Source: an optimization exercise on an open RTL-to-GDS flow (aim: small area). Production flows keep margins and buffers that such runs may drop.
Function was checked by simulation only, so behaviour that the tests miss may differ from the original. The flow treats the clock pin as an ideal source, which a real chip does not have.

Setup of the reference run:
Design conv_core, start of the top module:
module conv_core (
  input  wire                                  clk,
  input  wire                                  rst_n,
  input  wire [16-1:0]               ifmap_dat,
  input  wire                                  ifmap_vld,
  input  wire [16-1:0]              weights_dat,
  input  wire                                  weights_vld,
  output wire [4*32-1:0]  ofmap_dat,
  output wire                                  ofmap_vld
);
For scale: about 1500 flip-flops.
export LEC_CHECK = 0
export CAP_MARGIN = 20
export CORE_MARGIN = 2
export CORE_UTILIZATION = 60
export CTS_CLUSTER_DIAMETER = 90
export CTS_CLUSTER_SIZE = 24
export SLEW_MARGIN = 20
export SYNTH_HIERARCHICAL = 1
export SYNTH_MINIMUM_KEEP_SIZE = 0
create_clock -name core_clock -period 10.0 [get_ports {clk}]
standard.sh (not shown) runs the stock make flow with config.mk's settings and CLKGATE_MAP_FILE= SYNTH_SCRIPT=/design/flow/synth_recipe.tcl, a recipe that flattens the netlist after the stock synthesis.
==> flow/flow/run.sh <==
#!/bin/bash
set -e
cp standard.sh standard_sh_copy.log
export CTS_ARGS="-sink_clustering_enable -repair_clock_nets -sink_clustering_size 24 -sink_clustering_max_diameter 90 -dont_use_dummy_load"
export BUFFER_PORTS_ARGS="-buffer_cell sky130_fd_sc_hd__buf_1"
bash standard.sh RECOVER_POWER=100 MATCH_CELL_FOOTPRINT=0 finish > standard_flow.log 2>&1
In the reference run the implementation completed, yet the final layout does not meet the checks, the culprit being capacitance limit, slew limit.
Inputs modified between the reference run and the trial run:
# the reference run
export LEC_CHECK = 0
export CAP_MARGIN = 20
export CORE_MARGIN = 2
export CORE_UTILIZATION = 60
export CTS_CLUSTER_DIAMETER = 90
export CTS_CLUSTER_SIZE = 24
export SLEW_MARGIN = 20
export SYNTH_HIERARCHICAL = 1
export SYNTH_MINIMUM_KEEP_SIZE = 0
create_clock -name core_clock -period 10.0 [get_ports {clk}]
# the trial run
export LEC_CHECK = 0
export CAP_MARGIN = 20
export CORE_MARGIN = 2
export CORE_UTILIZATION = 40
export CTS_CLUSTER_DIAMETER = 100
export CTS_CLUSTER_SIZE = 20
export SLEW_MARGIN = 20
export SYNTH_HIERARCHICAL = 1
export SYNTH_MINIMUM_KEEP_SIZE = 0
create_clock -name core_clock -period 10.0 [get_ports {clk}]
==> flow/flow/run.sh <==
#!/bin/bash
set -e
cp standard.sh standard_sh_copy.log
export CTS_ARGS="-sink_clustering_enable -repair_clock_nets -sink_clustering_size 20 -sink_clustering_max_diameter 100 -dont_use_dummy_load"
export BUFFER_PORTS_ARGS="-buffer_cell sky130_fd_sc_hd__buf_1"
bash standard.sh > standard_flow.log 2>&1
==> comparison <==
[the trial run] first-pass GRT wire length rose 2.8% relative to the reference run
Length of routed met3 wiring up 4.4% in the trial run wrt the reference run
No stage failed in the trial run, and the final checks on the layout all came back clean.
Count of TritonRoute iterations in the first routing pass in the trial run is 1 higher than in the reference run


Setup of main:
Starting RTL as in the previous note.
export LEC_CHECK = 0
export CAP_MARGIN = 20
export CORE_MARGIN = 2
export CORE_UTILIZATION = 55
export CTS_CLUSTER_DIAMETER = 90
export CTS_CLUSTER_SIZE = 24
export SLEW_MARGIN = 20
export SYNTH_HIERARCHICAL = 1
export SYNTH_MINIMUM_KEEP_SIZE = 0
create_clock -name core_clock -period 10.0 [get_ports {clk}]
==> flow/flow/run.sh <==
#!/bin/bash
set -e
cp standard.sh standard_sh_copy.log
export CTS_ARGS="-sink_clustering_enable -repair_clock_nets -sink_clustering_size 24 -sink_clustering_max_diameter 90 -dont_use_dummy_load"
export BUFFER_PORTS_ARGS="-buffer_cell sky130_fd_sc_hd__buf_1"
bash standard.sh > standard_flow.log 2>&1
Relative to main, the following input files were edited for the feature branch:
# main
export LEC_CHECK = 0
export CAP_MARGIN = 20
export CORE_MARGIN = 2
export CORE_UTILIZATION = 55
export CTS_CLUSTER_DIAMETER = 90
export CTS_CLUSTER_SIZE = 24
export SLEW_MARGIN = 20
export SYNTH_HIERARCHICAL = 1
export SYNTH_MINIMUM_KEEP_SIZE = 0
create_clock -name core_clock -period 10.0 [get_ports {clk}]
# the feature branch
export LEC_CHECK = 0
export CAP_MARGIN = 20
export CORE_MARGIN = 2
export CORE_UTILIZATION = 70
export CTS_CLUSTER_DIAMETER = 75
export CTS_CLUSTER_SIZE = 32
export SLEW_MARGIN = 20
export SYNTH_HIERARCHICAL = 1
export SYNTH_MINIMUM_KEEP_SIZE = 0
create_clock -name core_clock -period 10.0 [get_ports {clk}]
==> flow/flow/run.sh <==
#!/bin/bash
set -e
cp standard.sh standard_sh_copy.log
export CTS_ARGS="-sink_clustering_enable -repair_clock_nets -sink_clustering_size 32 -sink_clustering_max_diameter 75 -dont_use_dummy_load"
export BUFFER_PORTS_ARGS="-buffer_cell sky130_fd_sc_hd__buf_1"
bash standard.sh finish > standard_flow.log 2>&1
==> comparison <==
- The feature branch against main: fmax shows a reduction of 0.0049 GHz; clock-buffer cell count shows a reduction of about 21%.
- The feature branch | stages: all done | timing, DRC, antenna: all pass
- Per the comparison of the feature branch with main, post-layout worst setup margin went down; TritonCTS buffer count has decreased.

-- static timing again, ports no longer ideal --
The results above use ideal ports. As a check the final layouts listed here were re-extracted and re-timed, cells and wires unchanged.
Step 1: set_driving_cell puts a clkbuf_16 on clk and a buf_2 on each other input, an assumption about the parent block.
Step 2 moves the port delays by t, midway between the first and last clock arrival at a register: inputs arrive t later, outputs are due t later. That takes back most of the time a late clock gives input paths.
a / b / c = ideal / step 1 / step 2; a / b = the first two.
| run | t, ns | setup WS [ns] | worst hold slack (ns) |
|---|---|---|---|
| the reference run | 0.724 | 1.065 / 1.065 / 1.065 | 0.326 / 0.326 / 0.326 |
| the trial run | 0.794 | 1.747 / 1.747 / 1.747 | 0.292 / 0.292 / 0.292 |
| main | 0.760 | 1.681 / 1.681 / 1.681 | 0.319 / 0.319 / 0.319 |
| the feature branch | 0.785 | 1.324 / 1.324 / 1.324 | 0.324 / 0.324 / 0.324 |
